Context: an optimization exercise on an open-source flow, tuned for small area and a short achievable clock period. The choices shown serve that exercise and are no tape-out recipe.
No run shown here included a check of the RTL's function; only the layout flow was run.
Power figures rest on the tool's default switching activity, not on a simulated workload.

## flow/design.v (module list and top-level ports; edited modules follow where they fit)
// module alu_32_adder: 465 lines
// module alu_32_fa: 11 lines
// module alu_32_ha: 10 lines
// module alu_32_bsel: 13 lines
// module alu_32_bmux: 10 lines
// module alu_32_han: 10 lines
// module alu_32: 1515 lines
module alu_32
(
  input  logic              clk,
  input  logic              rst,
  input  logic [2:0]        ALU_OP,
  input  logic [alu_32_pkg::DATA_W-1:0] A,
  input  logic [alu_32_pkg::DATA_W-1:0] B,
  input  logic              C_I,
  output logic [alu_32_pkg::DATA_W-1:0] R,
  output logic              C_O
);
  // ...
==> flow/flow/run.sh <==
#!/bin/bash
# Layout flow: the standard synthesis, then every combinational cell set to the
# smallest drive of its family (the layout's repair steps size up again where
# timing, slew or capacitance need it), then the standard layout steps with
# small port buffers. Each step's full output goes to a log file here.
set -euo pipefail
R=$PWD/orfs/results/$FLOW_PLATFORM/alu_32/base
LIB=$FLOW_HOME/platforms/$FLOW_PLATFORM/lib/sky130_fd_sc_hd__tt_025C_1v80.lib
EXTRA=()
[[ -f flow/extra.txt ]] && mapfile -t EXTRA < <(grep -v '^#' flow/extra.txt | grep .)
bash standard.sh "${EXTRA[@]}" "$R/1_2_yosys.v" > synth.log 2>&1
cp "$R/1_2_yosys.v" yosys_std.v
python3 flow/downsize.py "$LIB" yosys_std.v "$R/1_2_yosys.v" > downsize.log 2>&1
bash standard.sh "${EXTRA[@]}" finish > layout.log 2>&1
==> flow/flow/downsize.py <==
#!/usr/bin/env python3
"""Rewrite a mapped netlist so each combinational cell uses the smallest-area
variant of its cell family (same name without the _N drive suffix, same pins).
Flip-flops are left alone. The layout's repair steps upsize again where timing,
slew or capacitance need it.
usage: downsize.py LIBERTY NETLIST_IN NETLIST_OUT [dont_use ...]"""
import re
import sys

lib, src, dst = sys.argv[1:4]
dont = set(sys.argv[4:])
area = {}
pins = {}
cur = None
for line in open(lib):
    m = re.match(r'\s*cell\s*\(\s*"?([\w]+)"?\s*\)', line)
    if m:
        cur = m.group(1)
        pins[cur] = set()
        continue
    m = re.match(r'\s*area\s*:\s*([\d.]+)', line)
    if m and cur and cur not in area:
        area[cur] = float(m.group(1))
    m = re.match(r'\s*pin\s*\(\s*"?(\w+)"?\s*\)', line)
    if m and cur:
        pins[cur].add(m.group(1))

fam = {}
for c in area:
    m = re.match(r'(sky130_fd_sc_hd__\w+?)_(\d+)$', c)
    if m and c not in dont:
        fam.setdefault(m.group(1), []).append(c)

seq = re.compile(r'sky130_fd_sc_hd__(df|dl|sdf|edf|lpflow|probe|clkdly|dly|tap|fill|decap|conb)')
best = {}
for f, cs in fam.items():
    if seq.match(f):
        continue
    for c in cs:
        cands = [x for x in cs if pins[x] == pins[c]]
        best[c] = min(cands, key=lambda x: (area[x], x))

txt = open(src).read()
count = {}


def sub(m):
    c = m.group(1)
    b = best.get(c, c)
    if b != c:
        count[(c, b)] = count.get((c, b), 0) + 1
    return b + m.group(2)


txt = re.sub(r'\b(sky130_fd_sc_hd__\w+)(\s+[\\\w$.\[\]]+\s*\()', sub, txt)
open(dst, 'w').write(txt)
for (c, b), n in sorted(count.items()):
    print(f"{n:5d} {c} -> {b}")
==> flow/flow/extra.txt <==
# extra ORFS make variables, one per line
BUFFER_PORTS_ARGS=-buffer_cell sky130_fd_sc_hd__buf_2
REMOVE_ABC_BUFFERS=1
==> flow/standard.sh <==
#!/bin/bash
# synth_recipe.tcl (not shown) runs the flow's synth.tcl, then flattens the netlist and writes it again
# the make line also repeats each setting of config.mk as NAME=value (left out here)
make -C /OpenROAD-flow-scripts/flow DESIGN_CONFIG=/design/flow/config.mk WORK_HOME=/design/flow/orfs CLKGATE_MAP_FILE= SYNTH_SCRIPT=/design/flow/synth_recipe.tcl "${@:-finish}"
==> flow/config.mk <==
export PLATFORM = sky130hd
export DESIGN_NAME = alu_32
export DESIGN_NICKNAME = alu_32
export VERILOG_FILES = /design/flow/design.v
export SDC_FILE = /design/flow/constraint.sdc
export NUM_CORES = 4
export LEC_CHECK = 0
export CAP_MARGIN = 20
export CORE_MARGIN = 2
export CORE_UTILIZATION = 40
export SETUP_SLACK_MARGIN = 1.5
export SLEW_MARGIN = 20
export SYNTH_HIERARCHICAL = 1
export SYNTH_MINIMUM_KEEP_SIZE = 0
==> flow/constraint.sdc <==
create_clock -name core_clock -period 11.0 [get_ports {clk}]
set_input_delay 2.2000 -clock core_clock [delete_from_list [all_inputs] [get_ports {clk}]]
set_output_delay 2.2000 -clock core_clock [all_outputs]
set_load 0.01 [all_outputs]
==> flow_summary.toml, run 1 <==
[run_status]
status = "complete, no violations"

[cells_and_area]
nonClockInverterCount = 17
num-nonclk-buffers = 143
num-fill-cells = 3450
final_cell_mix = "xnor2_1 (328), a22oi_1 (276), fa_1 (231), nand2_1 (117), buf_2 (102)"
regMostFlops = "r_q"
fin_cells = 2046
utilization = 0.449
final-seq-area_um2 = 661
multi_input_area_share = 0.855

[power_and_ir_drop]
intPower_mw = 1.93
power.group.top = "combinational logic"
p_sw_mw = 2.25
p_leak_nw = 5.70
sequentialPowerShare = 0.041
pg_comb_mw = 3.86

[route]
drt-initial-drc-count = 1608
first_pass_iters = 6
wl_mm = 53.2

[critical_path]
crit_family = "adder cells"
cp_slowest_stage_delay_ns = 0.73
cp-startpoint = "B[1]"
worstPathArrival_ns = 9.27

[global_routing]
grt_util_met1 = 0.387
gr-total-overflow = 0
met3_usage = 0.0558
grt-busiest-layer = "met2"

[die]
num_rows = 68

[clock_tree]
clockRootBuffer = "clkbuf_16"
h-tree-depth = 2
ctsLongestPathBuffers = 2

[place]
dp_hpwl_mm = 37.5

[hold_path]
hold_end = "c_q$_DFF_P_"

[sta]
worst_pin_slew_ns = 1.12
==> run 2, diff against run 1 <==
--- a/flow/design.v
+++ b/flow/design.v
@@ -12,473 +12,708 @@
 import alu_32_pkg::*;
 module alu_32_adder
 (
   input  logic [alu_32_pkg::DATA_W-1:0] a_i,
   input  logic [alu_32_pkg::DATA_W-1:0] b_i,
   input  logic              c_i,
   output logic [alu_32_pkg::DATA_W-1:0] sum_o,
   output logic [alu_32_pkg::DATA_W-1:0] p_o,
-  output logic [alu_32_pkg::DATA_W-1:0] g_o,
+  output logic [alu_32_pkg::DATA_W-1:0] gn_o,
   output logic              c_o
 );
-  logic [DATA_W-1:0] g0, p0;
-  assign p0 = a_i ^ b_i;
-  assign g0 = a_i & b_i;
-  assign p_o = p0;
-  assign g_o = g0;
-  logic gg0_0, pp0_0;
-  assign gg0_0 = g0[0] | (p0[0] & c_i);
-  assign pp0_0 = p0[0];
-  logic gg0_1, pp0_1;
-  assign gg0_1 = g0[1];
-  assign pp0_1 = p0[1];
-  logic gg0_2, pp0_2;
-  assign gg0_2 = g0[2];
-  assign pp0_2 = p0[2];
-  logic gg0_3, pp0_3;
-  assign gg0_3 = g0[3];
-  assign pp0_3 = p0[3];
-  logic gg0_4, pp0_4;
-  assign gg0_4 = g0[4];
-  assign pp0_4 = p0[4];
-  logic gg0_5, pp0_5;
-  assign gg0_5 = g0[5];
-  assign pp0_5 = p0[5];
-  logic gg0_6, pp0_6;
-  assign gg0_6 = g0[6];
-  assign pp0_6 = p0[6];
-  logic gg0_7, pp0_7;
-  assign gg0_7 = g0[7];
-  assign pp0_7 = p0[7];
-  logic gg0_8, pp0_8;
-  assign gg0_8 = g0[8];
-  assign pp0_8 = p0[8];
-  logic gg0_9, pp0_9;
-  assign gg0_9 = g0[9];
-  assign pp0_9 = p0[9];
-  logic gg0_10, pp0_10;
-  assign gg0_10 = g0[10];
-  assign pp0_10 = p0[10];
-  logic gg0_11, pp0_11;
-  assign gg0_11 = g0[11];
-  assign pp0_11 = p0[11];
-  logic gg0_12, pp0_12;
-  assign gg0_12 = g0[12];
-  assign pp0_12 = p0[12];
-  logic gg0_13, pp0_13;
-  assign gg0_13 = g0[13];
-  assign pp0_13 = p0[13];
-  logic gg0_14, pp0_14;
-  assign gg0_14 = g0[14];
-  assign pp0_14 = p0[14];
-  logic gg0_15, pp0_15;
-  assign gg0_15 = g0[15];
-  assign pp0_15 = p0[15];
-  logic gg0_16, pp0_16;
-  assign gg0_16 = g0[16];
-  assign pp0_16 = p0[16];
-  logic gg0_17, pp0_17;
-  assign gg0_17 = g0[17];
-  assign pp0_17 = p0[17];
-  logic gg0_18, pp0_18;
-  assign gg0_18 = g0[18];
-  assign pp0_18 = p0[18];
-  logic gg0_19, pp0_19;
-  assign gg0_19 = g0[19];
-  assign pp0_19 = p0[19];
-  logic gg0_20, pp0_20;
-  assign gg0_20 = g0[20];
-  assign pp0_20 = p0[20];
-  logic gg0_21, pp0_21;
-  assign gg0_21 = g0[21];
-  assign pp0_21 = p0[21];
-  logic gg0_22, pp0_22;
-  assign gg0_22 = g0[22];
-  assign pp0_22 = p0[22];
-  logic gg0_23, pp0_23;
-  assign gg0_23 = g0[23];
-  assign pp0_23 = p0[23];
-  logic gg0_24, pp0_24;
-  assign gg0_24 = g0[24];
-  assign pp0_24 = p0[24];
-  logic gg0_25, pp0_25;
-  assign gg0_25 = g0[25];
-  assign pp0_25 = p0[25];
-  logic gg0_26, pp0_26;
-  assign gg0_26 = g0[26];
-  assign pp0_26 = p0[26];
-  logic gg0_27, pp0_27;
-  assign gg0_27 = g0[27];
-  assign pp0_27 = p0[27];
-  logic gg0_28, pp0_28;
-  assign gg0_28 = g0[28];
-  assign pp0_28 = p0[28];
-  logic gg0_29, pp0_29;
-  assign gg0_29 = g0[29];
-  assign pp0_29 = p0[29];
-  logic gg0_30, pp0_30;
-  assign gg0_30 = g0[30];
-  assign pp0_30 = p0[30];
-  logic gg0_31, pp0_31;
-  assign gg0_31 = g0[31];
-  assign pp0_31 = p0[31];
-  logic pg_0;
-  assign pg_0 = gg0_1 | (pp0_1 & gg0_0);
-  logic pk_0;
-  assign pk_0 = pp0_1 & pp0_0;
-  logic pg_1;
-  assign pg_1 = gg0_3 | (pp0_3 & gg0_2);
-  logic pk_1;
-  assign pk_1 = pp0_3 & pp0_2;
-  logic pg_2;
-  assign pg_2 = gg0_5 | (pp0_5 & gg0_4);
-  logic pk_2;
-  assign pk_2 = pp0_5 & pp0_4;
-  logic pg_3;
-  assign pg_3 = gg0_7 | (pp0_7 & gg0_6);
-  logic pk_3;
-  assign pk_3 = pp0_7 & pp0_6;
-  logic pg_4;
-  assign pg_4 = gg0_9 | (pp0_9 & gg0_8);
-  logic pk_4;
-  assign pk_4 = pp0_9 & pp0_8;
-  logic pg_5;
-  assign pg_5 = gg0_11 | (pp0_11 & gg0_10);
-  logic pk_5;
-  assign pk_5 = pp0_11 & pp0_10;
-  logic pg_6;
-  assign pg_6 = gg0_13 | (pp0_13 & gg0_12);
-  logic pk_6;
-  assign pk_6 = pp0_13 & pp0_12;
-  logic pg_7;
-  assign pg_7 = gg0_15 | (pp0_15 & gg0_14);
-  logic pk_7;
-  assign pk_7 = pp0_15 & pp0_14;
-  logic pg_8;
-  assign pg_8 = gg0_17 | (pp0_17 & gg0_16);
-  logic pk_8;
-  assign pk_8 = pp0_17 & pp0_16;
-  logic pg_9;
-  assign pg_9 = gg0_19 | (pp0_19 & gg0_18);
-  logic pk_9;
-  assign pk_9 = pp0_19 & pp0_18;
-  logic pg_10;
-  assign pg_10 = gg0_21 | (pp0_21 & gg0_20);
-  logic pk_10;
-  assign pk_10 = pp0_21 & pp0_20;
-  logic pg_11;
-  assign pg_11 = gg0_23 | (pp0_23 & gg0_22);
-  logic pk_11;
-  assign pk_11 = pp0_23 & pp0_22;
-  logic pg_12;
-  assign pg_12 = gg0_25 | (pp0_25 & gg0_24);
-  logic pk_12;
-  assign pk_12 = pp0_25 & pp0_24;
-  logic pg_13;
-  assign pg_13 = gg0_27 | (pp0_27 & gg0_26);
-  logic pk_13;
-  assign pk_13 = pp0_27 & pp0_26;
-  logic pg_14;
-  assign pg_14 = gg0_29 | (pp0_29 & gg0_28);
-  logic pk_14;
-  assign pk_14 = pp0_29 & pp0_28;
-  logic pg_15;
-  assign pg_15 = gg0_31 | (pp0_31 & gg0_30);
-  logic pk_15;
-  assign pk_15 = pp0_31 & pp0_30;
-  logic pg_16;
-  assign pg_16 = gg0_2 | (pp0_2 & pg_0);
-  logic pk_16;
-  assign pk_16 = pp0_2 & pk_0;
-  logic pg_17;
-  assign pg_17 = pg_1 | (pk_1 & pg_0);
-  logic pk_17;
-  assign pk_17 = pk_1 & pk_0;
-  logic pg_18;
-  assign pg_18 = gg0_6 | (pp0_6 & pg_2);
-  logic pk_18;
-  assign pk_18 = pp0_6 & pk_2;
-  logic pg_19;
-  assign pg_19 = pg_3 | (pk_3 & pg_2);
-  logic pk_19;
-  assign pk_19 = pk_3 & pk_2;
-  logic pg_20;
-  assign pg_20 = gg0_10 | (pp0_10 & pg_4);
-  logic pk_20;
-  assign pk_20 = pp0_10 & pk_4;
-  logic pg_21;
-  assign pg_21 = pg_5 | (pk_5 & pg_4);
-  logic pk_21;
-  assign pk_21 = pk_5 & pk_4;
-  logic pg_22;
-  assign pg_22 = gg0_14 | (pp0_14 & pg_6);
-  logic pk_22;
-  assign pk_22 = pp0_14 & pk_6;
-  logic pg_23;
-  assign pg_23 = pg_7 | (pk_7 & pg_6);
-  logic pk_23;
-  assign pk_23 = pk_7 & pk_6;
-  logic pg_24;
-  assign pg_24 = gg0_18 | (pp0_18 & pg_8);
-  logic pk_24;
-  assign pk_24 = pp0_18 & pk_8;
-  logic pg_25;
-  assign pg_25 = pg_9 | (pk_9 & pg_8);
-  logic pk_25;
-  assign pk_25 = pk_9 & pk_8;
-  logic pg_26;
-  assign pg_26 = gg0_22 | (pp0_22 & pg_10);
-  logic pk_26;
-  assign pk_26 = pp0_22 & pk_10;
-  logic pg_27;
-  assign pg_27 = pg_11 | (pk_11 & pg_10);
-  logic pk_27;
-  assign pk_27 = pk_11 & pk_10;
-  logic pg_28;
-  assign pg_28 = gg0_26 | (pp0_26 & pg_12);
-  logic pk_28;
-  assign pk_28 = pp0_26 & pk_12;
-  logic pg_29;
-  assign pg_29 = pg_13 | (pk_13 & pg_12);
-  logic pk_29;
-  assign pk_29 = pk_13 & pk_12;
-  logic pg_30;
-  assign pg_30 = gg0_30 | (pp0_30 & pg_14);
-  logic pk_30;
-  assign pk_30 = pp0_30 & pk_14;
-  logic pg_31;
-  assign pg_31 = pg_15 | (pk_15 & pg_14);
-  logic pk_31;
-  assign pk_31 = pk_15 & pk_14;
-  logic pg_32;
-  assign pg_32 = gg0_4 | (pp0_4 & pg_17);
-  logic pk_32;
-  assign pk_32 = pp0_4 & pk_17;
-  logic pg_33;
-  assign pg_33 = pg_2 | (pk_2 & pg_17);
-  logic pk_33;
-  assign pk_33 = pk_2 & pk_17;
-  logic pg_34;
-  assign pg_34 = pg_18 | (pk_18 & pg_17);
-  logic pk_34;
-  assign pk_34 = pk_18 & pk_17;
-  logic pg_35;
-  assign pg_35 = pg_19 | (pk_19 & pg_17);
-  logic pk_35;
-  assign pk_35 = pk_19 & pk_17;
-  logic pg_36;
-  assign pg_36 = gg0_12 | (pp0_12 & pg_21);
-  logic pk_36;
-  assign pk_36 = pp0_12 & pk_21;
-  logic pg_37;
-  assign pg_37 = pg_6 | (pk_6 & pg_21);
-  logic pk_37;
-  assign pk_37 = pk_6 & pk_21;
-  logic pg_38;
-  assign pg_38 = pg_22 | (pk_22 & pg_21);
-  logic pk_38;
-  assign pk_38 = pk_22 & pk_21;
-  logic pg_39;
-  assign pg_39 = pg_23 | (pk_23 & pg_21);
-  logic pk_39;
-  assign pk_39 = pk_23 & pk_21;
-  logic pg_40;
-  assign pg_40 = gg0_20 | (pp0_20 & pg_25);
-  logic pk_40;
-  assign pk_40 = pp0_20 & pk_25;
-  logic pg_41;
-  assign pg_41 = pg_10 | (pk_10 & pg_25);
-  logic pk_41;
-  assign pk_41 = pk_10 & pk_25;
-  logic pg_42;
-  assign pg_42 = pg_26 | (pk_26 & pg_25);
-  logic pk_42;
-  assign pk_42 = pk_26 & pk_25;
-  logic pg_43;
-  assign pg_43 = pg_27 | (pk_27 & pg_25);
-  logic pk_43;
-  assign pk_43 = pk_27 & pk_25;
-  logic pg_44;
-  assign pg_44 = gg0_28 | (pp0_28 & pg_29);
-  logic pk_44;
-  assign pk_44 = pp0_28 & pk_29;
-  logic pg_45;
-  assign pg_45 = pg_14 | (pk_14 & pg_29);
-  logic pk_45;
-  assign pk_45 = pk_14 & pk_29;
-  logic pg_46;
-  assign pg_46 = pg_30 | (pk_30 & pg_29);
-  logic pk_46;
-  assign pk_46 = pk_30 & pk_29;
-  logic pg_47;
-  assign pg_47 = pg_31 | (pk_31 & pg_29);
-  logic pk_47;
-  assign pk_47 = pk_31 & pk_29;
-  logic pg_48;
-  assign pg_48 = gg0_8 | (pp0_8 & pg_35);
-  logic pk_48;
-  assign pk_48 = pp0_8 & pk_35;
-  logic pg_49;
-  assign pg_49 = pg_4 | (pk_4 & pg_35);
-  logic pk_49;
-  assign pk_49 = pk_4 & pk_35;
-  logic pg_50;
-  assign pg_50 = pg_20 | (pk_20 & pg_35);
-  logic pk_50;
-  assign pk_50 = pk_20 & pk_35;
-  logic pg_51;
-  assign pg_51 = pg_21 | (pk_21 & pg_35);
-  logic pk_51;
-  assign pk_51 = pk_21 & pk_35;
-  logic pg_52;
-  assign pg_52 = pg_36 | (pk_36 & pg_35);
-  logic pk_52;
-  assign pk_52 = pk_36 & pk_35;
-  logic pg_53;
-  assign pg_53 = pg_37 | (pk_37 & pg_35);
-  logic pk_53;
-  assign pk_53 = pk_37 & pk_35;
-  logic pg_54;
-  assign pg_54 = pg_38 | (pk_38 & pg_35);
-  logic pk_54;
-  assign pk_54 = pk_38 & pk_35;
-  logic pg_55;
-  assign pg_55 = pg_39 | (pk_39 & pg_35);
-  logic pk_55;
-  assign pk_55 = pk_39 & pk_35;
-  logic pg_56;
-  assign pg_56 = gg0_24 | (pp0_24 & pg_43);
-  logic pk_56;
-  assign pk_56 = pp0_24 & pk_43;
-  logic pg_57;
-  assign pg_57 = pg_12 | (pk_12 & pg_43);
-  logic pk_57;
-  assign pk_57 = pk_12 & pk_43;
-  logic pg_58;
-  assign pg_58 = pg_28 | (pk_28 & pg_43);
-  logic pk_58;
-  assign pk_58 = pk_28 & pk_43;
-  logic pg_59;
-  assign pg_59 = pg_29 | (pk_29 & pg_43);
-  logic pk_59;
-  assign pk_59 = pk_29 & pk_43;
-  logic pg_60;
-  assign pg_60 = pg_44 | (pk_44 & pg_43);
-  logic pk_60;
-  assign pk_60 = pk_44 & pk_43;
-  logic pg_61;
-  assign pg_61 = pg_45 | (pk_45 & pg_43);
-  logic pk_61;
-  assign pk_61 = pk_45 & pk_43;
-  logic pg_62;
-  assign pg_62 = pg_46 | (pk_46 & pg_43);
-  logic pk_62;
-  assign pk_62 = pk_46 & pk_43;
-  logic pg_63;
-  assign pg_63 = pg_47 | (pk_47 & pg_43);
-  logic pk_63;
-  assign pk_63 = pk_47 & pk_43;
-  logic pg_64;
-  assign pg_64 = gg0_16 | (pp0_16 & pg_55);
-  logic pk_64;
-  assign pk_64 = pp0_16 & pk_55;
-  logic pg_65;
-  assign pg_65 = pg_8 | (pk_8 & pg_55);
-  logic pk_65;
-  assign pk_65 = pk_8 & pk_55;
-  logic pg_66;
-  assign pg_66 = pg_24 | (pk_24 & pg_55);
-  logic pk_66;
-  assign pk_66 = pk_24 & pk_55;
-  logic pg_67;
-  assign pg_67 = pg_25 | (pk_25 & pg_55);
-  logic pk_67;
-  assign pk_67 = pk_25 & pk_55;
-  logic pg_68;
-  assign pg_68 = pg_40 | (pk_40 & pg_55);
-  logic pk_68;
-  assign pk_68 = pk_40 & pk_55;
-  logic pg_69;
-  assign pg_69 = pg_41 | (pk_41 & pg_55);
-  logic pk_69;
-  assign pk_69 = pk_41 & pk_55;
-  logic pg_70;
-  assign pg_70 = pg_42 | (pk_42 & pg_55);
-  logic pk_70;
-  assign pk_70 = pk_42 & pk_55;
-  logic pg_71;
-  assign pg_71 = pg_43 | (pk_43 & pg_55);
-  logic pk_71;
-  assign pk_71 = pk_43 & pk_55;
-  logic pg_72;
-  assign pg_72 = pg_56 | (pk_56 & pg_55);
-  logic pk_72;
-  assign pk_72 = pk_56 & pk_55;
-  logic pg_73;
-  assign pg_73 = pg_57 | (pk_57 & pg_55);
-  logic pk_73;
-  assign pk_73 = pk_57 & pk_55;
-  logic pg_74;
-  assign pg_74 = pg_58 | (pk_58 & pg_55);
-  logic pk_74;
-  assign pk_74 = pk_58 & pk_55;
-  logic pg_75;
-  assign pg_75 = pg_59 | (pk_59 & pg_55);
-  logic pk_75;
-  assign pk_75 = pk_59 & pk_55;
-  logic pg_76;
-  assign pg_76 = pg_60 | (pk_60 & pg_55);
-  logic pk_76;
-  assign pk_76 = pk_60 & pk_55;
-  logic pg_77;
-  assign pg_77 = pg_61 | (pk_61 & pg_55);
-  logic pk_77;
-  assign pk_77 = pk_61 & pk_55;
-  logic pg_78;
-  assign pg_78 = pg_62 | (pk_62 & pg_55);
-  logic pk_78;
-  assign pk_78 = pk_62 & pk_55;
-  logic pg_79;
-  assign pg_79 = pg_63 | (pk_63 & pg_55);
-  logic pk_79;
-  assign pk_79 = pk_63 & pk_55;
-  assign sum_o[0] = p0[0] ^ c_i;
-  assign sum_o[1] = p0[1] ^ gg0_0;
-  assign sum_o[2] = p0[2] ^ pg_0;
-  assign sum_o[3] = p0[3] ^ pg_16;
-  assign sum_o[4] = p0[4] ^ pg_17;
-  assign sum_o[5] = p0[5] ^ pg_32;
-  assign sum_o[6] = p0[6] ^ pg_33;
-  assign sum_o[7] = p0[7] ^ pg_34;
-  assign sum_o[8] = p0[8] ^ pg_35;
-  assign sum_o[9] = p0[9] ^ pg_48;
-  assign sum_o[10] = p0[10] ^ pg_49;
-  assign sum_o[11] = p0[11] ^ pg_50;
-  assign sum_o[12] = p0[12] ^ pg_51;
-  assign sum_o[13] = p0[13] ^ pg_52;
-  assign sum_o[14] = p0[14] ^ pg_53;
-  assign sum_o[15] = p0[15] ^ pg_54;
-  assign sum_o[16] = p0[16] ^ pg_55;
-  assign sum_o[17] = p0[17] ^ pg_64;
-  assign sum_o[18] = p0[18] ^ pg_65;
-  assign sum_o[19] = p0[19] ^ pg_66;
-  assign sum_o[20] = p0[20] ^ pg_67;
-  assign sum_o[21] = p0[21] ^ pg_68;
-  assign sum_o[22] = p0[22] ^ pg_69;
-  assign sum_o[23] = p0[23] ^ pg_70;
-  assign sum_o[24] = p0[24] ^ pg_71;
-  assign sum_o[25] = p0[25] ^ pg_72;
-  assign sum_o[26] = p0[26] ^ pg_73;
-  assign sum_o[27] = p0[27] ^ pg_74;
-  assign sum_o[28] = p0[28] ^ pg_75;
-  assign sum_o[29] = p0[29] ^ pg_76;
-  assign sum_o[30] = p0[30] ^ pg_77;
-  assign sum_o[31] = p0[31] ^ pg_78;
-  assign c_o = pg_79;
+  logic k1;
+  alu_32_c_xor2 u_k1 (.a(a_i[0]), .b(b_i[0]), .y(k1));
+  logic k2;
+  alu_32_c_majn u_k2 (.a(a_i[0]), .b(b_i[0]), .c(c_i), .y(k2));
+  logic k3;
+  alu_32_c_nor2 u_k3 (.a(a_i[0]), .b(b_i[0]), .y(k3));
+  assign p_o[0] = k1;
+  logic k4;
+  alu_32_c_nand2 u_k4 (.a(a_i[0]), .b(b_i[0]), .y(k4));
+  assign gn_o[0] = k4;
+  logic k5;
+  alu_32_c_xor2 u_k5 (.a(a_i[1]), .b(b_i[1]), .y(k5));
+  logic k6;
+  alu_32_c_nand2 u_k6 (.a(a_i[1]), .b(b_i[1]), .y(k6));
+  logic k7;
+  alu_32_c_nor2 u_k7 (.a(a_i[1]), .b(b_i[1]), .y(k7));
+  assign p_o[1] = k5;
+  assign gn_o[1] = k6;
+  logic k8;
+  alu_32_c_xor2 u_k8 (.a(a_i[2]), .b(b_i[2]), .y(k8));
+  logic k9;
+  alu_32_c_nand2 u_k9 (.a(a_i[2]), .b(b_i[2]), .y(k9));
+  logic k10;
+  alu_32_c_nor2 u_k10 (.a(a_i[2]), .b(b_i[2]), .y(k10));
+  assign p_o[2] = k8;
+  assign gn_o[2] = k9;
+  logic k11;
+  alu_32_c_xor2 u_k11 (.a(a_i[3]), .b(b_i[3]), .y(k11));
+  logic k12;
+  alu_32_c_nand2 u_k12 (.a(a_i[3]), .b(b_i[3]), .y(k12));
+  logic k13;
+  alu_32_c_nor2 u_k13 (.a(a_i[3]), .b(b_i[3]), .y(k13));
+  assign p_o[3] = k11;
+  assign gn_o[3] = k12;
+  logic k14;
+  alu_32_c_xor2 u_k14 (.a(a_i[4]), .b(b_i[4]), .y(k14));
+  logic k15;
+  alu_32_c_nand2 u_k15 (.a(a_i[4]), .b(b_i[4]), .y(k15));
+  logic k16;
+  alu_32_c_nor2 u_k16 (.a(a_i[4]), .b(b_i[4]), .y(k16));
+  assign p_o[4] = k14;
+  assign gn_o[4] = k15;
+  logic k17;
+  alu_32_c_xor2 u_k17 (.a(a_i[5]), .b(b_i[5]), .y(k17));
+  logic k18;
+  alu_32_c_nand2 u_k18 (.a(a_i[5]), .b(b_i[5]), .y(k18));
+  logic k19;
+  alu_32_c_nor2 u_k19 (.a(a_i[5]), .b(b_i[5]), .y(k19));
+  assign p_o[5] = k17;
+  assign gn_o[5] = k18;
+  logic k20;
+  alu_32_c_xor2 u_k20 (.a(a_i[6]), .b(b_i[6]), .y(k20));
+  logic k21;
+  alu_32_c_nand2 u_k21 (.a(a_i[6]), .b(b_i[6]), .y(k21));
+  logic k22;
+  alu_32_c_nor2 u_k22 (.a(a_i[6]), .b(b_i[6]), .y(k22));
+  assign p_o[6] = k20;
+  assign gn_o[6] = k21;
+  logic k23;
+  alu_32_c_xor2 u_k23 (.a(a_i[7]), .b(b_i[7]), .y(k23));
+  logic k24;
+  alu_32_c_nand2 u_k24 (.a(a_i[7]), .b(b_i[7]), .y(k24));
+  logic k25;
+  alu_32_c_nor2 u_k25 (.a(a_i[7]), .b(b_i[7]), .y(k25));
+  assign p_o[7] = k23;
+  assign gn_o[7] = k24;
+  logic k26;
+  alu_32_c_xor2 u_k26 (.a(a_i[8]), .b(b_i[8]), .y(k26));
+  logic k27;
+  alu_32_c_nand2 u_k27 (.a(a_i[8]), .b(b_i[8]), .y(k27));
+  logic k28;
+  alu_32_c_nor2 u_k28 (.a(a_i[8]), .b(b_i[8]), .y(k28));
+  assign p_o[8] = k26;
+  assign gn_o[8] = k27;
+  logic k29;
+  alu_32_c_xor2 u_k29 (.a(a_i[9]), .b(b_i[9]), .y(k29));
+  logic k30;
+  alu_32_c_nand2 u_k30 (.a(a_i[9]), .b(b_i[9]), .y(k30));
+  logic k31;
+  alu_32_c_nor2 u_k31 (.a(a_i[9]), .b(b_i[9]), .y(k31));
+  assign p_o[9] = k29;
+  assign gn_o[9] = k30;
+  logic k32;
+  alu_32_c_xor2 u_k32 (.a(a_i[10]), .b(b_i[10]), .y(k32));
+  logic k33;
+  alu_32_c_nand2 u_k33 (.a(a_i[10]), .b(b_i[10]), .y(k33));
+  logic k34;
+  alu_32_c_nor2 u_k34 (.a(a_i[10]), .b(b_i[10]), .y(k34));
+  assign p_o[10] = k32;
+  assign gn_o[10] = k33;
+  logic k35;
+  alu_32_c_xor2 u_k35 (.a(a_i[11]), .b(b_i[11]), .y(k35));
+  logic k36;
+  alu_32_c_nand2 u_k36 (.a(a_i[11]), .b(b_i[11]), .y(k36));
+  logic k37;
+  alu_32_c_nor2 u_k37 (.a(a_i[11]), .b(b_i[11]), .y(k37));
+  assign p_o[11] = k35;
+  assign gn_o[11] = k36;
+  logic k38;
+  alu_32_c_xor2 u_k38 (.a(a_i[12]), .b(b_i[12]), .y(k38));
+  logic k39;
+  alu_32_c_nand2 u_k39 (.a(a_i[12]), .b(b_i[12]), .y(k39));
+  logic k40;
+  alu_32_c_nor2 u_k40 (.a(a_i[12]), .b(b_i[12]), .y(k40));
+  assign p_o[12] = k38;
+  assign gn_o[12] = k39;
+  logic k41;
+  alu_32_c_xor2 u_k41 (.a(a_i[13]), .b(b_i[13]), .y(k41));
+  logic k42;
+  alu_32_c_nand2 u_k42 (.a(a_i[13]), .b(b_i[13]), .y(k42));
+  logic k43;
+  alu_32_c_nor2 u_k43 (.a(a_i[13]), .b(b_i[13]), .y(k43));
+  assign p_o[13] = k41;
+  assign gn_o[13] = k42;
+  logic k44;
+  alu_32_c_xor2 u_k44 (.a(a_i[14]), .b(b_i[14]), .y(k44));
+  logic k45;
+  alu_32_c_nand2 u_k45 (.a(a_i[14]), .b(b_i[14]), .y(k45));
+  logic k46;
+  alu_32_c_nor2 u_k46 (.a(a_i[14]), .b(b_i[14]), .y(k46));
+  assign p_o[14] = k44;
+  assign gn_o[14] = k45;
+  logic k47;
+  alu_32_c_xor2 u_k47 (.a(a_i[15]), .b(b_i[15]), .y(k47));
+  logic k48;
+  alu_32_c_nand2 u_k48 (.a(a_i[15]), .b(b_i[15]), .y(k48));
+  logic k49;
+  alu_32_c_nor2 u_k49 (.a(a_i[15]), .b(b_i[15]), .y(k49));
+  assign p_o[15] = k47;
+  assign gn_o[15] = k48;
+  logic k50;
+  alu_32_c_xor2 u_k50 (.a(a_i[16]), .b(b_i[16]), .y(k50));
+  logic k51;
+  alu_32_c_nand2 u_k51 (.a(a_i[16]), .b(b_i[16]), .y(k51));
+  logic k52;
+  alu_32_c_nor2 u_k52 (.a(a_i[16]), .b(b_i[16]), .y(k52));
+  assign p_o[16] = k50;
+  assign gn_o[16] = k51;
+  logic k53;
+  alu_32_c_xor2 u_k53 (.a(a_i[17]), .b(b_i[17]), .y(k53));
+  logic k54;
+  alu_32_c_nand2 u_k54 (.a(a_i[17]), .b(b_i[17]), .y(k54));
+  logic k55;
+  alu_32_c_nor2 u_k55 (.a(a_i[17]), .b(b_i[17]), .y(k55));
+  assign p_o[17] = k53;
+  assign gn_o[17] = k54;
+  logic k56;
+  alu_32_c_xor2 u_k56 (.a(a_i[18]), .b(b_i[18]), .y(k56));
+  logic k57;
+  alu_32_c_nand2 u_k57 (.a(a_i[18]), .b(b_i[18]), .y(k57));
+  logic k58;
+  alu_32_c_nor2 u_k58 (.a(a_i[18]), .b(b_i[18]), .y(k58));
+  assign p_o[18] = k56;
+  assign gn_o[18] = k57;
+  logic k59;
+  alu_32_c_xor2 u_k59 (.a(a_i[19]), .b(b_i[19]), .y(k59));
+  logic k60;
+  alu_32_c_nand2 u_k60 (.a(a_i[19]), .b(b_i[19]), .y(k60));
+  logic k61;
+  alu_32_c_nor2 u_k61 (.a(a_i[19]), .b(b_i[19]), .y(k61));
+  assign p_o[19] = k59;
+  assign gn_o[19] = k60;
+  logic k62;
+  alu_32_c_xor2 u_k62 (.a(a_i[20]), .b(b_i[20]), .y(k62));
+  logic k63;
+  alu_32_c_nand2 u_k63 (.a(a_i[20]), .b(b_i[20]), .y(k63));
+  logic k64;
+  alu_32_c_nor2 u_k64 (.a(a_i[20]), .b(b_i[20]), .y(k64));
+  assign p_o[20] = k62;
+  assign gn_o[20] = k63;
+  logic k65;
+  alu_32_c_xor2 u_k65 (.a(a_i[21]), .b(b_i[21]), .y(k65));
+  logic k66;
+  alu_32_c_nand2 u_k66 (.a(a_i[21]), .b(b_i[21]), .y(k66));
+  logic k67;
+  alu_32_c_nor2 u_k67 (.a(a_i[21]), .b(b_i[21]), .y(k67));
+  assign p_o[21] = k65;
+  assign gn_o[21] = k66;
+  logic k68;
+  alu_32_c_xor2 u_k68 (.a(a_i[22]), .b(b_i[22]), .y(k68));
+  logic k69;
+  alu_32_c_nand2 u_k69 (.a(a_i[22]), .b(b_i[22]), .y(k69));
+  logic k70;
+  alu_32_c_nor2 u_k70 (.a(a_i[22]), .b(b_i[22]), .y(k70));
+  assign p_o[22] = k68;
+  assign gn_o[22] = k69;
+  logic k71;
+  alu_32_c_xor2 u_k71 (.a(a_i[23]), .b(b_i[23]), .y(k71));
+  logic k72;
+  alu_32_c_nand2 u_k72 (.a(a_i[23]), .b(b_i[23]), .y(k72));
+  logic k73;
+  alu_32_c_nor2 u_k73 (.a(a_i[23]), .b(b_i[23]), .y(k73));
+  assign p_o[23] = k71;
+  assign gn_o[23] = k72;
+  logic k74;
+  alu_32_c_xor2 u_k74 (.a(a_i[24]), .b(b_i[24]), .y(k74));
+  logic k75;
+  alu_32_c_nand2 u_k75 (.a(a_i[24]), .b(b_i[24]), .y(k75));
+  logic k76;
+  alu_32_c_nor2 u_k76 (.a(a_i[24]), .b(b_i[24]), .y(k76));
+  assign p_o[24] = k74;
+  assign gn_o[24] = k75;
+  logic k77;
+  alu_32_c_xor2 u_k77 (.a(a_i[25]), .b(b_i[25]), .y(k77));
+  logic k78;
+  alu_32_c_nand2 u_k78 (.a(a_i[25]), .b(b_i[25]), .y(k78));
+  logic k79;
+  alu_32_c_nor2 u_k79 (.a(a_i[25]), .b(b_i[25]), .y(k79));
+  assign p_o[25] = k77;
+  assign gn_o[25] = k78;
+  logic k80;
+  alu_32_c_xor2 u_k80 (.a(a_i[26]), .b(b_i[26]), .y(k80));
+  logic k81;
+  alu_32_c_nand2 u_k81 (.a(a_i[26]), .b(b_i[26]), .y(k81));
+  logic k82;
+  alu_32_c_nor2 u_k82 (.a(a_i[26]), .b(b_i[26]), .y(k82));
+  assign p_o[26] = k80;
+  assign gn_o[26] = k81;
+  logic k83;
+  alu_32_c_xor2 u_k83 (.a(a_i[27]), .b(b_i[27]), .y(k83));
+  logic k84;
+  alu_32_c_nand2 u_k84 (.a(a_i[27]), .b(b_i[27]), .y(k84));
+  logic k85;
+  alu_32_c_nor2 u_k85 (.a(a_i[27]), .b(b_i[27]), .y(k85));
+  assign p_o[27] = k83;
+  assign gn_o[27] = k84;
+  logic k86;
+  alu_32_c_xor2 u_k86 (.a(a_i[28]), .b(b_i[28]), .y(k86));
+  logic k87;
+  alu_32_c_nand2 u_k87 (.a(a_i[28]), .b(b_i[28]), .y(k87));
+  logic k88;
+  alu_32_c_nor2 u_k88 (.a(a_i[28]), .b(b_i[28]), .y(k88));
+  assign p_o[28] = k86;
+  assign gn_o[28] = k87;
+  logic k89;
+  alu_32_c_xor2 u_k89 (.a(a_i[29]), .b(b_i[29]), .y(k89));
+  logic k90;
+  alu_32_c_nand2 u_k90 (.a(a_i[29]), .b(b_i[29]), .y(k90));
+  logic k91;
+  alu_32_c_nor2 u_k91 (.a(a_i[29]), .b(b_i[29]), .y(k91));
+  assign p_o[29] = k89;
+  assign gn_o[29] = k90;
+  logic k92;
+  alu_32_c_xor2 u_k92 (.a(a_i[30]), .b(b_i[30]), .y(k92));
+  logic k93;
+  alu_32_c_nand2 u_k93 (.a(a_i[30]), .b(b_i[30]), .y(k93));
+  logic k94;
+  alu_32_c_nor2 u_k94 (.a(a_i[30]), .b(b_i[30]), .y(k94));
+  assign p_o[30] = k92;
+  assign gn_o[30] = k93;
+  logic k95;
+  alu_32_c_xor2 u_k95 (.a(a_i[31]), .b(b_i[31]), .y(k95));
+  logic k96;
+  alu_32_c_nand2 u_k96 (.a(a_i[31]), .b(b_i[31]), .y(k96));
+  logic k97;
+  alu_32_c_nor2 u_k97 (.a(a_i[31]), .b(b_i[31]), .y(k97));
+  assign p_o[31] = k95;
+  assign gn_o[31] = k96;
+  logic k98;
+  alu_32_c_oai21 u_k98 (.a(k7), .b(k2), .c(k6), .y(k98));
+  logic k99;
+  alu_32_c_oai21 u_k99 (.a(k13), .b(k9), .c(k12), .y(k99));
+  logic k100;
+  alu_32_c_nor2 u_k100 (.a(k13), .b(k10), .y(k100));
+  logic k101;
+  alu_32_c_oai21 u_k101 (.a(k19), .b(k15), .c(k18), .y(k101));
+  logic k102;
+  alu_32_c_nor2 u_k102 (.a(k19), .b(k16), .y(k102));
+  logic k103;
+  alu_32_c_oai21 u_k103 (.a(k25), .b(k21), .c(k24), .y(k103));
+  logic k104;
+  alu_32_c_nor2 u_k104 (.a(k25), .b(k22), .y(k104));
+  logic k105;
+  alu_32_c_oai21 u_k105 (.a(k31), .b(k27), .c(k30), .y(k105));
+  logic k106;
+  alu_32_c_nor2 u_k106 (.a(k31), .b(k28), .y(k106));
+  logic k107;
+  alu_32_c_oai21 u_k107 (.a(k37), .b(k33), .c(k36), .y(k107));
+  logic k108;
+  alu_32_c_nor2 u_k108 (.a(k37), .b(k34), .y(k108));
+  logic k109;
+  alu_32_c_oai21 u_k109 (.a(k43), .b(k39), .c(k42), .y(k109));
+  logic k110;
+  alu_32_c_nor2 u_k110 (.a(k43), .b(k40), .y(k110));
+  logic k111;
+  alu_32_c_oai21 u_k111 (.a(k49), .b(k45), .c(k48), .y(k111));
+  logic k112;
+  alu_32_c_nor2 u_k112 (.a(k49), .b(k46), .y(k112));
+  logic k113;
+  alu_32_c_oai21 u_k113 (.a(k55), .b(k51), .c(k54), .y(k113));
+  logic k114;
+  alu_32_c_nor2 u_k114 (.a(k55), .b(k52), .y(k114));
+  logic k115;
+  alu_32_c_oai21 u_k115 (.a(k61), .b(k57), .c(k60), .y(k115));
+  logic k116;
+  alu_32_c_nor2 u_k116 (.a(k61), .b(k58), .y(k116));
+  logic k117;
+  alu_32_c_oai21 u_k117 (.a(k67), .b(k63), .c(k66), .y(k117));
+  logic k118;
+  alu_32_c_nor2 u_k118 (.a(k67), .b(k64), .y(k118));
+  logic k119;
+  alu_32_c_oai21 u_k119 (.a(k73), .b(k69), .c(k72), .y(k119));
+  logic k120;
+  alu_32_c_nor2 u_k120 (.a(k73), .b(k70), .y(k120));
+  logic k121;
+  alu_32_c_oai21 u_k121 (.a(k79), .b(k75), .c(k78), .y(k121));
+  logic k122;
+  alu_32_c_nor2 u_k122 (.a(k79), .b(k76), .y(k122));
+  logic k123;
+  alu_32_c_oai21 u_k123 (.a(k85), .b(k81), .c(k84), .y(k123));
+  logic k124;
+  alu_32_c_nor2 u_k124 (.a(k85), .b(k82), .y(k124));
+  logic k125;
+  alu_32_c_oai21 u_k125 (.a(k91), .b(k87), .c(k90), .y(k125));
+  logic k126;
+  alu_32_c_nor2 u_k126 (.a(k91), .b(k88), .y(k126));
+  logic k127;
+  alu_32_c_oai21 u_k127 (.a(k97), .b(k93), .c(k96), .y(k127));
+  logic k128;
+  alu_32_c_nor2 u_k128 (.a(k97), .b(k94), .y(k128));
+  logic k129;
+  alu_32_c_inv u_k129 (.a(k98), .y(k129));
+  logic k130;
+  alu_32_c_oai21 u_k130 (.a(k10), .b(k129), .c(k9), .y(k130));
+  logic k131;
+  alu_32_c_aoi21 u_k131 (.a(k100), .b(k98), .c(k99), .y(k131));
+  logic k132;
+  alu_32_c_inv u_k132 (.a(k101), .y(k132));
+  logic k133;
+  alu_32_c_oai21 u_k133 (.a(k22), .b(k132), .c(k21), .y(k133));
+  logic k134;
+  alu_32_c_inv u_k134 (.a(k102), .y(k134));
+  logic k135;
+  alu_32_c_nor2 u_k135 (.a(k22), .b(k134), .y(k135));
+  logic k136;
+  alu_32_c_aoi21 u_k136 (.a(k104), .b(k101), .c(k103), .y(k136));
+  logic k137;
+  alu_32_c_nand2 u_k137 (.a(k104), .b(k102), .y(k137));
+  logic k138;
+  alu_32_c_inv u_k138 (.a(k105), .y(k138));
+  logic k139;
+  alu_32_c_oai21 u_k139 (.a(k34), .b(k138), .c(k33), .y(k139));
+  logic k140;
+  alu_32_c_inv u_k140 (.a(k106), .y(k140));
+  logic k141;
+  alu_32_c_nor2 u_k141 (.a(k34), .b(k140), .y(k141));
+  logic k142;
+  alu_32_c_aoi21 u_k142 (.a(k108), .b(k105), .c(k107), .y(k142));
+  logic k143;
+  alu_32_c_nand2 u_k143 (.a(k108), .b(k106), .y(k143));
+  logic k144;
+  alu_32_c_inv u_k144 (.a(k109), .y(k144));
+  logic k145;
+  alu_32_c_oai21 u_k145 (.a(k46), .b(k144), .c(k45), .y(k145));
+  logic k146;
+  alu_32_c_inv u_k146 (.a(k110), .y(k146));
+  logic k147;
+  alu_32_c_nor2 u_k147 (.a(k46), .b(k146), .y(k147));
+  logic k148;
+  alu_32_c_aoi21 u_k148 (.a(k112), .b(k109), .c(k111), .y(k148));
+  logic k149;
+  alu_32_c_nand2 u_k149 (.a(k112), .b(k110), .y(k149));
+  logic k150;
+  alu_32_c_inv u_k150 (.a(k113), .y(k150));
+  logic k151;
+  alu_32_c_oai21 u_k151 (.a(k58), .b(k150), .c(k57), .y(k151));
+  logic k152;
+  alu_32_c_inv u_k152 (.a(k114), .y(k152));
+  logic k153;
+  alu_32_c_nor2 u_k153 (.a(k58), .b(k152), .y(k153));
+  logic k154;
+  alu_32_c_aoi21 u_k154 (.a(k116), .b(k113), .c(k115), .y(k154));
+  logic k155;
+  alu_32_c_nand2 u_k155 (.a(k116), .b(k114), .y(k155));
+  logic k156;
+  alu_32_c_inv u_k156 (.a(k117), .y(k156));
+  logic k157;
+  alu_32_c_oai21 u_k157 (.a(k70), .b(k156), .c(k69), .y(k157));
+  logic k158;
+  alu_32_c_inv u_k158 (.a(k118), .y(k158));
+  logic k159;
+  alu_32_c_nor2 u_k159 (.a(k70), .b(k158), .y(k159));
+  logic k160;
+  alu_32_c_aoi21 u_k160 (.a(k120), .b(k117), .c(k119), .y(k160));
+  logic k161;
+  alu_32_c_nand2 u_k161 (.a(k120), .b(k118), .y(k161));
+  logic k162;
+  alu_32_c_inv u_k162 (.a(k121), .y(k162));
+  logic k163;
+  alu_32_c_oai21 u_k163 (.a(k82), .b(k162), .c(k81), .y(k163));
+  logic k164;
+  alu_32_c_inv u_k164 (.a(k122), .y(k164));
+  logic k165;
+  alu_32_c_nor2 u_k165 (.a(k82), .b(k164), .y(k165));
+  logic k166;
+  alu_32_c_aoi21 u_k166 (.a(k124), .b(k121), .c(k123), .y(k166));
+  logic k167;
+  alu_32_c_nand2 u_k167 (.a(k124), .b(k122), .y(k167));
+  logic k168;
+  alu_32_c_inv u_k168 (.a(k125), .y(k168));
+  logic k169;
+  alu_32_c_oai21 u_k169 (.a(k94), .b(k168), .c(k93), .y(k169));
+  logic k170;
+  alu_32_c_inv u_k170 (.a(k126), .y(k170));
+  logic k171;
+  alu_32_c_nor2 u_k171 (.a(k94), .b(k170), .y(k171));
+  logic k172;
+  alu_32_c_aoi21 u_k172 (.a(k128), .b(k125), .c(k127), .y(k172));
+  logic k173;
+  alu_32_c_nand2 u_k173 (.a(k128), .b(k126), .y(k173));
+  logic k174;
+  alu_32_c_oai21 u_k174 (.a(k16), .b(k131), .c(k15), .y(k174));
+  logic k175;
+  alu_32_c_inv u_k175 (.a(k131), .y(k175));
+  logic k176;
+  alu_32_c_aoi21 u_k176 (.a(k102), .b(k175), .c(k101), .y(k176));
+  logic k177;
+  alu_32_c_aoi21 u_k177 (.a(k135), .b(k175), .c(k133), .y(k177));
+  logic k178;
+  alu_32_c_oai21 u_k178 (.a(k137), .b(k131), .c(k136), .y(k178));
+  logic k179;
+  alu_32_c_oai21 u_k179 (.a(k40), .b(k142), .c(k39), .y(k179));
+  logic k180;
+  alu_32_c_nor2 u_k180 (.a(k40), .b(k143), .y(k180));
+  logic k181;
+  alu_32_c_inv u_k181 (.a(k142), .y(k181));
+  logic k182;
+  alu_32_c_aoi21 u_k182 (.a(k110), .b(k181), .c(k109), .y(k182));
+  logic k183;
+  alu_32_c_inv u_k183 (.a(k143), .y(k183));
+  logic k184;
+  alu_32_c_nand2 u_k184 (.a(k110), .b(k183), .y(k184));
+  logic k185;
+  alu_32_c_aoi21 u_k185 (.a(k147), .b(k181), .c(k145), .y(k185));
+  logic k186;
+  alu_32_c_nand2 u_k186 (.a(k147), .b(k183), .y(k186));
+  logic k187;
+  alu_32_c_oai21 u_k187 (.a(k149), .b(k142), .c(k148), .y(k187));
+  logic k188;
+  alu_32_c_nor2 u_k188 (.a(k149), .b(k143), .y(k188));
+  logic k189;
+  alu_32_c_oai21 u_k189 (.a(k64), .b(k154), .c(k63), .y(k189));
+  logic k190;
+  alu_32_c_nor2 u_k190 (.a(k64), .b(k155), .y(k190));
+  logic k191;
+  alu_32_c_inv u_k191 (.a(k154), .y(k191));
+  logic k192;
+  alu_32_c_aoi21 u_k192 (.a(k118), .b(k191), .c(k117), .y(k192));
+  logic k193;
+  alu_32_c_inv u_k193 (.a(k155), .y(k193));
+  logic k194;
+  alu_32_c_nand2 u_k194 (.a(k118), .b(k193), .y(k194));
+  logic k195;
+  alu_32_c_aoi21 u_k195 (.a(k159), .b(k191), .c(k157), .y(k195));
+  logic k196;
+  alu_32_c_nand2 u_k196 (.a(k159), .b(k193), .y(k196));
+  logic k197;
+  alu_32_c_oai21 u_k197 (.a(k161), .b(k154), .c(k160), .y(k197));
+  logic k198;
+  alu_32_c_nor2 u_k198 (.a(k161), .b(k155), .y(k198));
+  logic k199;
+  alu_32_c_oai21 u_k199 (.a(k88), .b(k166), .c(k87), .y(k199));
+  logic k200;
+  alu_32_c_nor2 u_k200 (.a(k88), .b(k167), .y(k200));
+  logic k201;
+  alu_32_c_inv u_k201 (.a(k166), .y(k201));
+  logic k202;
+  alu_32_c_aoi21 u_k202 (.a(k126), .b(k201), .c(k125), .y(k202));
+  logic k203;
+  alu_32_c_inv u_k203 (.a(k167), .y(k203));
+  logic k204;
+  alu_32_c_nand2 u_k204 (.a(k126), .b(k203), .y(k204));
+  logic k205;
+  alu_32_c_aoi21 u_k205 (.a(k171), .b(k201), .c(k169), .y(k205));
+  logic k206;
+  alu_32_c_nand2 u_k206 (.a(k171), .b(k203), .y(k206));
+  logic k207;
+  alu_32_c_oai21 u_k207 (.a(k173), .b(k166), .c(k172), .y(k207));
+  logic k208;
+  alu_32_c_nor2 u_k208 (.a(k173), .b(k167), .y(k208));
+  logic k209;
+  alu_32_c_inv u_k209 (.a(k178), .y(k209));
+  logic k210;
+  alu_32_c_oai21 u_k210 (.a(k28), .b(k209), .c(k27), .y(k210));
+  logic k211;
+  alu_32_c_aoi21 u_k211 (.a(k106), .b(k178), .c(k105), .y(k211));
+  logic k212;
+  alu_32_c_aoi21 u_k212 (.a(k141), .b(k178), .c(k139), .y(k212));
+  logic k213;
+  alu_32_c_oai21 u_k213 (.a(k143), .b(k209), .c(k142), .y(k213));
+  logic k214;
+  alu_32_c_aoi21 u_k214 (.a(k180), .b(k178), .c(k179), .y(k214));
+  logic k215;
+  alu_32_c_oai21 u_k215 (.a(k184), .b(k209), .c(k182), .y(k215));
+  logic k216;
+  alu_32_c_oai21 u_k216 (.a(k186), .b(k209), .c(k185), .y(k216));
+  logic k217;
+  alu_32_c_aoi21 u_k217 (.a(k188), .b(k178), .c(k187), .y(k217));
+  logic k218;
+  alu_32_c_inv u_k218 (.a(k197), .y(k218));
+  logic k219;
+  alu_32_c_oai21 u_k219 (.a(k76), .b(k218), .c(k75), .y(k219));
+  logic k220;
+  alu_32_c_inv u_k220 (.a(k198), .y(k220));
+  logic k221;
+  alu_32_c_nor2 u_k221 (.a(k76), .b(k220), .y(k221));
+  logic k222;
+  alu_32_c_aoi21 u_k222 (.a(k122), .b(k197), .c(k121), .y(k222));
+  logic k223;
+  alu_32_c_nand2 u_k223 (.a(k122), .b(k198), .y(k223));
+  logic k224;
+  alu_32_c_aoi21 u_k224 (.a(k165), .b(k197), .c(k163), .y(k224));
+  logic k225;
+  alu_32_c_nand2 u_k225 (.a(k165), .b(k198), .y(k225));
+  logic k226;
+  alu_32_c_oai21 u_k226 (.a(k167), .b(k218), .c(k166), .y(k226));
+  logic k227;
+  alu_32_c_nor2 u_k227 (.a(k167), .b(k220), .y(k227));
+  logic k228;
+  alu_32_c_aoi21 u_k228 (.a(k200), .b(k197), .c(k199), .y(k228));
+  logic k229;
+  alu_32_c_nand2 u_k229 (.a(k200), .b(k198), .y(k229));
+  logic k230;
+  alu_32_c_oai21 u_k230 (.a(k204), .b(k218), .c(k202), .y(k230));
+  logic k231;
+  alu_32_c_nor2 u_k231 (.a(k204), .b(k220), .y(k231));
+  logic k232;
+  alu_32_c_oai21 u_k232 (.a(k206), .b(k218), .c(k205), .y(k232));
+  logic k233;
+  alu_32_c_nor2 u_k233 (.a(k206), .b(k220), .y(k233));
+  logic k234;
+  alu_32_c_aoi21 u_k234 (.a(k208), .b(k197), .c(k207), .y(k234));
+  logic k235;
+  alu_32_c_nand2 u_k235 (.a(k208), .b(k198), .y(k235));
+  logic k236;
+  alu_32_c_oai21 u_k236 (.a(k52), .b(k217), .c(k51), .y(k236));
+  logic k237;
+  alu_32_c_inv u_k237 (.a(k217), .y(k237));
+  logic k238;
+  alu_32_c_aoi21 u_k238 (.a(k114), .b(k237), .c(k113), .y(k238));
+  logic k239;
+  alu_32_c_aoi21 u_k239 (.a(k153), .b(k237), .c(k151), .y(k239));
+  logic k240;
+  alu_32_c_oai21 u_k240 (.a(k155), .b(k217), .c(k154), .y(k240));
+  logic k241;
+  alu_32_c_aoi21 u_k241 (.a(k190), .b(k237), .c(k189), .y(k241));
+  logic k242;
+  alu_32_c_oai21 u_k242 (.a(k194), .b(k217), .c(k192), .y(k242));
+  logic k243;
+  alu_32_c_oai21 u_k243 (.a(k196), .b(k217), .c(k195), .y(k243));
+  logic k244;
+  alu_32_c_aoi21 u_k244 (.a(k198), .b(k237), .c(k197), .y(k244));
+  logic k245;
+  alu_32_c_aoi21 u_k245 (.a(k221), .b(k237), .c(k219), .y(k245));
+  logic k246;
+  alu_32_c_oai21 u_k246 (.a(k223), .b(k217), .c(k222), .y(k246));
+  logic k247;
+  alu_32_c_oai21 u_k247 (.a(k225), .b(k217), .c(k224), .y(k247));
+  logic k248;
+  alu_32_c_aoi21 u_k248 (.a(k227), .b(k237), .c(k226), .y(k248));
+  logic k249;
+  alu_32_c_oai21 u_k249 (.a(k229), .b(k217), .c(k228), .y(k249));
+  logic k250;
+  alu_32_c_aoi21 u_k250 (.a(k231), .b(k237), .c(k230), .y(k250));
+  logic k251;
+  alu_32_c_aoi21 u_k251 (.a(k233), .b(k237), .c(k232), .y(k251));
+  logic k252;
+  alu_32_c_oai21 u_k252 (.a(k235), .b(k217), .c(k234), .y(k252));
+  logic k253;
+  alu_32_c_xor2 u_k253 (.a(k1), .b(c_i), .y(k253));
+  assign sum_o[0] = k253;
+  logic k254;
+  alu_32_c_xnor2 u_k254 (.a(k5), .b(k2), .y(k254));
+  assign sum_o[1] = k254;
+  logic k255;
+  alu_32_c_xor2 u_k255 (.a(k8), .b(k98), .y(k255));
+  assign sum_o[2] = k255;
+  logic k256;
+  alu_32_c_xor2 u_k256 (.a(k11), .b(k130), .y(k256));
+  assign sum_o[3] = k256;
+  logic k257;
+  alu_32_c_xnor2 u_k257 (.a(k14), .b(k131), .y(k257));
+  assign sum_o[4] = k257;
+  logic k258;
+  alu_32_c_xor2 u_k258 (.a(k17), .b(k174), .y(k258));
+  assign sum_o[5] = k258;
+  logic k259;
+  alu_32_c_xnor2 u_k259 (.a(k20), .b(k176), .y(k259));
+  assign sum_o[6] = k259;
+  logic k260;
+  alu_32_c_xnor2 u_k260 (.a(k23), .b(k177), .y(k260));
+  assign sum_o[7] = k260;
+  logic k261;
+  alu_32_c_xor2 u_k261 (.a(k26), .b(k178), .y(k261));
+  assign sum_o[8] = k261;
+  logic k262;
+  alu_32_c_xor2 u_k262 (.a(k29), .b(k210), .y(k262));
+  assign sum_o[9] = k262;
+  logic k263;
+  alu_32_c_xnor2 u_k263 (.a(k32), .b(k211), .y(k263));
+  assign sum_o[10] = k263;
+  logic k264;
+  alu_32_c_xnor2 u_k264 (.a(k35), .b(k212), .y(k264));
+  assign sum_o[11] = k264;
+  logic k265;
+  alu_32_c_xor2 u_k265 (.a(k38), .b(k213), .y(k265));
+  assign sum_o[12] = k265;
+  logic k266;
+  alu_32_c_xnor2 u_k266 (.a(k41), .b(k214), .y(k266));
+  assign sum_o[13] = k266;
+  logic k267;
+  alu_32_c_xor2 u_k267 (.a(k44), .b(k215), .y(k267));
+  assign sum_o[14] = k267;
+  logic k268;
+  alu_32_c_xor2 u_k268 (.a(k47), .b(k216), .y(k268));
+  assign sum_o[15] = k268;
+  logic k269;
+  alu_32_c_xnor2 u_k269 (.a(k50), .b(k217), .y(k269));
+  assign sum_o[16] = k269;
+  logic k270;
+  alu_32_c_xor2 u_k270 (.a(k53), .b(k236), .y(k270));
+  assign sum_o[17] = k270;
+  logic k271;
+  alu_32_c_xnor2 u_k271 (.a(k56), .b(k238), .y(k271));
+  assign sum_o[18] = k271;
+  logic k272;
+  alu_32_c_xnor2 u_k272 (.a(k59), .b(k239), .y(k272));
+  assign sum_o[19] = k272;
+  logic k273;
+  alu_32_c_xor2 u_k273 (.a(k62), .b(k240), .y(k273));
+  assign sum_o[20] = k273;
+  logic k274;
+  alu_32_c_xnor2 u_k274 (.a(k65), .b(k241), .y(k274));
+  assign sum_o[21] = k274;
+  logic k275;
+  alu_32_c_xor2 u_k275 (.a(k68), .b(k242), .y(k275));
+  assign sum_o[22] = k275;
+  logic k276;
+  alu_32_c_xor2 u_k276 (.a(k71), .b(k243), .y(k276));
+  assign sum_o[23] = k276;
+  logic k277;
+  alu_32_c_xnor2 u_k277 (.a(k74), .b(k244), .y(k277));
+  assign sum_o[24] = k277;
+  logic k278;
+  alu_32_c_xnor2 u_k278 (.a(k77), .b(k245), .y(k278));
+  assign sum_o[25] = k278;
+  logic k279;
+  alu_32_c_xor2 u_k279 (.a(k80), .b(k246), .y(k279));
+  assign sum_o[26] = k279;
+  logic k280;
+  alu_32_c_xor2 u_k280 (.a(k83), .b(k247), .y(k280));
+  assign sum_o[27] = k280;
+  logic k281;
+  alu_32_c_xnor2 u_k281 (.a(k86), .b(k248), .y(k281));
+  assign sum_o[28] = k281;
+  logic k282;
+  alu_32_c_xor2 u_k282 (.a(k89), .b(k249), .y(k282));
+  assign sum_o[29] = k282;
+  logic k283;
+  alu_32_c_xnor2 u_k283 (.a(k92), .b(k250), .y(k283));
+  assign sum_o[30] = k283;
+  logic k284;
+  alu_32_c_xnor2 u_k284 (.a(k95), .b(k251), .y(k284));
+  assign sum_o[31] = k284;
+  assign c_o = k252;
+endmodule
+module alu_32_c_aoi21 (input logic a, input logic b, input logic c, output logic y);
+  assign y = ~((a & b) | c);
+endmodule
+module alu_32_c_inv (input logic a, output logic y);
+  assign y = ~a;
+endmodule
+module alu_32_c_majn (input logic a, input logic b, input logic c, output logic y);
+  assign y = ~((a & b) | (c & (a | b)));
+endmodule
+module alu_32_c_nand2 (input logic a, input logic b, output logic y);
+  assign y = ~(a & b);
+endmodule
+module alu_32_c_nor2 (input logic a, input logic b, output logic y);
+  assign y = ~(a | b);
+endmodule
+module alu_32_c_oai21 (input logic a, input logic b, input logic c, output logic y);
+  assign y = ~((a | b) & c);
+endmodule
+module alu_32_c_xnor2 (input logic a, input logic b, output logic y);
+  assign y = ~(a ^ b);
+endmodule
+module alu_32_c_xor2 (input logic a, input logic b, output logic y);
+  assign y = a ^ b;
 endmodule
 module alu_32_fa
 (
   input  logic a,
   input  logic b,
   input  logic c,
   output logic s,
   output logic co
@@ -2023,24 +2258,24 @@
   assign y  = is_mul ? t2 : (B ^ {DATA_W{inv_b}});
   assign ci = (is_add & C_I) | inv_b;
   alu_32_adder u_adder (
     .a_i   (x),
     .b_i   (y),
     .c_i   (ci),
     .sum_o (s),
     .p_o   (pr),
-    .g_o   (gn),
+    .gn_o  (gn),
     .c_o   (co)
   );
   assign slt = pr[DATA_W-1] ? s[DATA_W-1] : x[DATA_W-1];
   assign r_d = ({DATA_W{sel_s}} & s)
              | ({DATA_W{sel_p}} & pr)
-             | ({DATA_W{sel_g}} & gn)
-             | ({DATA_W{sel_n}} & ~(pr | gn))
+             | ({DATA_W{sel_g}} & ~gn)
+             | ({DATA_W{sel_n}} & ~(pr | ~gn))
              | {{(DATA_W-1){1'b0}}, sel_slt & slt};
   assign c_d = (sel_c & co) | (sel_ovf & (hi_pp | lo_ovf));
   always_ff @(posedge clk) begin
     r_q <= r_d;
     c_q <= c_d;
   end
   assign R   = r_q;
   assign C_O = c_q;
==> run 2 against run 1 <==
  * Largest cell class unchanged
  * Synthesized cell count grew 14%
  * Cell count is 6.2% higher
  * Synthesized area rose by 3.6%
  * Global-route usage is 1.8 points lower
  * Clock power barely moved
  * Critical path depth decreased by 1
  * First-iteration DRC count shrank 2.0%
  * Critical endpoint unchanged
  * Design area increased by 1.1%
  * Clock-buffer cell count fell by 2
  * Routed wire length shrank 2.0%
  * Largest power group unchanged
==> flow_summary.toml, run 2 <==
[run_status]
status = "complete, no violations"

[place]
postPlaceCellArea_mm2 = 0.0156
dp_hpwl_mm = 38.0
gp_congestion = 0.941
place_ws_ns = 1.88
numPortBuffers = 102

[power_and_ir_drop]
switching_share = 0.545
p_sw_mw = 2.25
finalPower_mw = 4.12
clkPwrFrac = 0.036
p_per_area_mw_per_mm2 = 262
p_leak_nw = 5.60
combPwrFrac = 0.923
ir_drop_v = 0.000246
intPower_mw = 1.87
sequentialPowerShare = 0.041

[hold_path]
hp-start = "rst"
hold_end = "c_q$_DFF_P_"
min_path_type = "primary input to flip-flop"
whs_path_depth = 2

[global_routing]
antenna_found_initial = 0
grt_pass1_vias = 13554
grt_usage = 0.275
grt_max_degree = 96
grt_pass1_wl_mm = 80.5
gr-total-overflow = 0

[cells_and_area]
final_cell_mix = "xnor2_1 (334), a22oi_1 (276), fa_1 (225), nor2_1 (140), nand2_1 (127)"
drive_gt1_frac = 0.0968
multiInputGateArea_mm2 = 0.0134
regMostFlops = "r_q"
final_common_cell = "xnor2_1"
largest_register_ff_count = 32
nets = 2028
utilization = 0.433
num-fill-cells = 3612
final_cell_area_mm2 = 0.0157
largestRegisters = "r_q (32), c_q (1)"
syn2layout_area_growth_pct = 7.21
insertedDiodeCount = 0
final-seq-area_um2 = 661

[sta]
hold_violations = 0
setup_violations = 0
tns_ns = 0
max_freq_mhz = 114
finalMaxSlewViolations = 0
period_share = 0.797
rsz0062_at_grt = "no"
setup_ws_ns = 2.23
maxSlewHeadroom = 0.232
worst_pin_slew_ns = 1.15
layout_min_cycle_time_ns = 8.77

[clock_tree]
ctsLongestPathBuffers = 2
cts_resized = 0
cts_buffers = 5
path_clk_slew_ns = 0.06
cts_sinks = 33
clockRootBuffer = "clkbuf_16"
cts_tree = "built"
cts_setup_buffers = 0
h-tree-depth = 2
holdBufCountCts = 0

[route]
route.detailed.wl_per_inst_um = 24.0
drc = 0
met2WireLength_mm = 23.9
dr_wl_met3_mm = 5.24
vias_per_cell = 6.22
final_antenna_net_count = 0
wl_met1_mm = 21.2
first_pass_iters = 8
wl_mm = 52.1
drt-initial-drc-count = 1576
num_vias = 13512
highest_layer = "met4"

[flow_run]
cap_violations = 0

[critical_path]
cp_slowest_stage_delay_ns = 0.85
path_max_fanout = 22
setup.worst_path.end_class = "flip-flop"
critical_path.slowest_cell = "nor2b_2"
worstPathArrival_ns = 8.94
worstPathRequired_ns = 11.17
cp_common_cell = "fa_1"
startpoint_type = "primary input"
worstPathCellList = "buf_2, nor2b_2, a22oi_1, xnor2_1, fa_1, fa_1, fa_1, fa_1, fa_1, fa_1, nor2_1, a21oi_1, nor2_1, nor2_1, nand2_1, nor2_1, nand2_1, o21ai_0, o211ai_1, o21ai_0, nand4_1, nor4_1, a2111oi_0"
crit_type = "primary input to flip-flop"

[die]
num_rows = 70
die_w_um = 196
dieArea_mm2 = 0.0383
die_h_um = 196
io_pins = 103
start_util = 0.404
core_mm2 = 0.0363

[logic_synthesis]
synth_area_mm2 = 0.0147
avgSynthCellArea_um2 = 8.62
yosysWarnings = 7
synthCells = 1704
run 2: cell count changes in the layout (fill, tap and decap cells not counted), sizes merged, moves of 7 or more:
cell,before,now
nor2,58,140
a21o,9,2
a21oi,53,68
nand2,117,127
inv,17,27
xor2,28,66
ha,62,30
nor3,46,9
o21ai,18,96
run 2: critical path: cells and delay by family:
kind                       cells  cell delay [ns]
AOI/OAI and AO/OA              6             1.18
xor gates and xnor gates       1             0.19
adders and majority gates      6             2.87
buffers and inverters          1             0.54
and+or+nand+nor                9             1.94
run 2: power by group through the flow:
| stage | clock network [mW] | logic (mW) | registers (mW) |
|---|---|---|---|
| CTS | 0.155 | 3.83 | 0.171 |
| global placement | 0 | 3.77 | 0.173 |
| global route | 0.157 | 4.29 | 0.174 |
| floorplan | 0 | 2.63 | 0.194 |
| finish | 0.149 | 3.80 | 0.170 |
| detailed placement | 0 | 3.81 | 0.174 |
run 2: how the worst max path moves through the flow:
stage                from  slack [ns]     endpoint
global route         B[1]        1.69  c_q$_DFF_P_
finish               B[1]        2.23  c_q$_DFF_P_
detailed placement  B[15]        1.88  c_q$_DFF_P_
global placement    B[15]        1.95  c_q$_DFF_P_
floorplan            B[2]        2.12  c_q$_DFF_P_
CTS                 B[15]        2.19  c_q$_DFF_P_
run 2: area by class of cell:
| cell class | instances | area share |
|---|---|---|
| clock buffers | 5 | 0.00795 |
| clock inverters | 3 | 0.00111 |
| inverters | 27 | 0.00644 |
| multi-input cells | 1493 | 0.853 |
| flip-flops and latches | 33 | 0.0420 |
| well taps | 468 | 0.0372 |
| repair buffers | 143 | 0.0520 |
run 2: metrics by stage:
step	hold slack [ns]	cells
after CTS	2.18	2172
after global placement	2.49	2164
after detailed placement	2.50	2164
after global routing	2.19	2172
final	2.19	2172
after floorplan	2.28	1553
run 2: routing by layer:
metal	track usage	vias to the layer above
li1	-	5907
met1	0.369	6702
met2	0.443	779
met3	0.0544	124
met4	0.0908	0
met5	0	-

-- afterwards: timing with drivers on the ports --
The results above use ideal ports. As a check the final layouts listed here were re-extracted and re-timed, cells and wires unchanged.
Step 1 (the two cells are an assumption about what drives the block):
set clk [get_ports {clk}]
set_driving_cell -lib_cell sky130_fd_sc_hd__clkbuf_16 $clk
set_driving_cell -lib_cell sky130_fd_sc_hd__buf_2 [delete_from_list [all_inputs] $clk]
Step 2 moves the port delays by t, midway between the first and last clock arrival at a register: inputs arrive t later, outputs are due t later. That takes back most of the time a late clock gives input paths.
a / b / c = ideal ports / drivers / drivers and shift; a / b = the first two.
| run | t, ns | slack for setup (ns) | hold slack, ns | slew at the worst register clock pin (ns) | cell pins on the clock port's net |
|---|---|---|---|---|---|
| run 1 | 0.339 | 1.900 / 1.918 / 1.580 | 2.203 / 2.183 / 2.522 | 0.06 / 0.06 | 1 |
| run 2 | 0.347 | 2.233 / 2.237 / 1.889 | 2.189 / 2.163 / 2.510 | 0.06 / 0.06 | 1 |
After both steps every run listed still meets setup and hold. The setup slack of run 2, which loses most, moves by +0.004 ns with the drivers and by -0.344 ns with both steps.
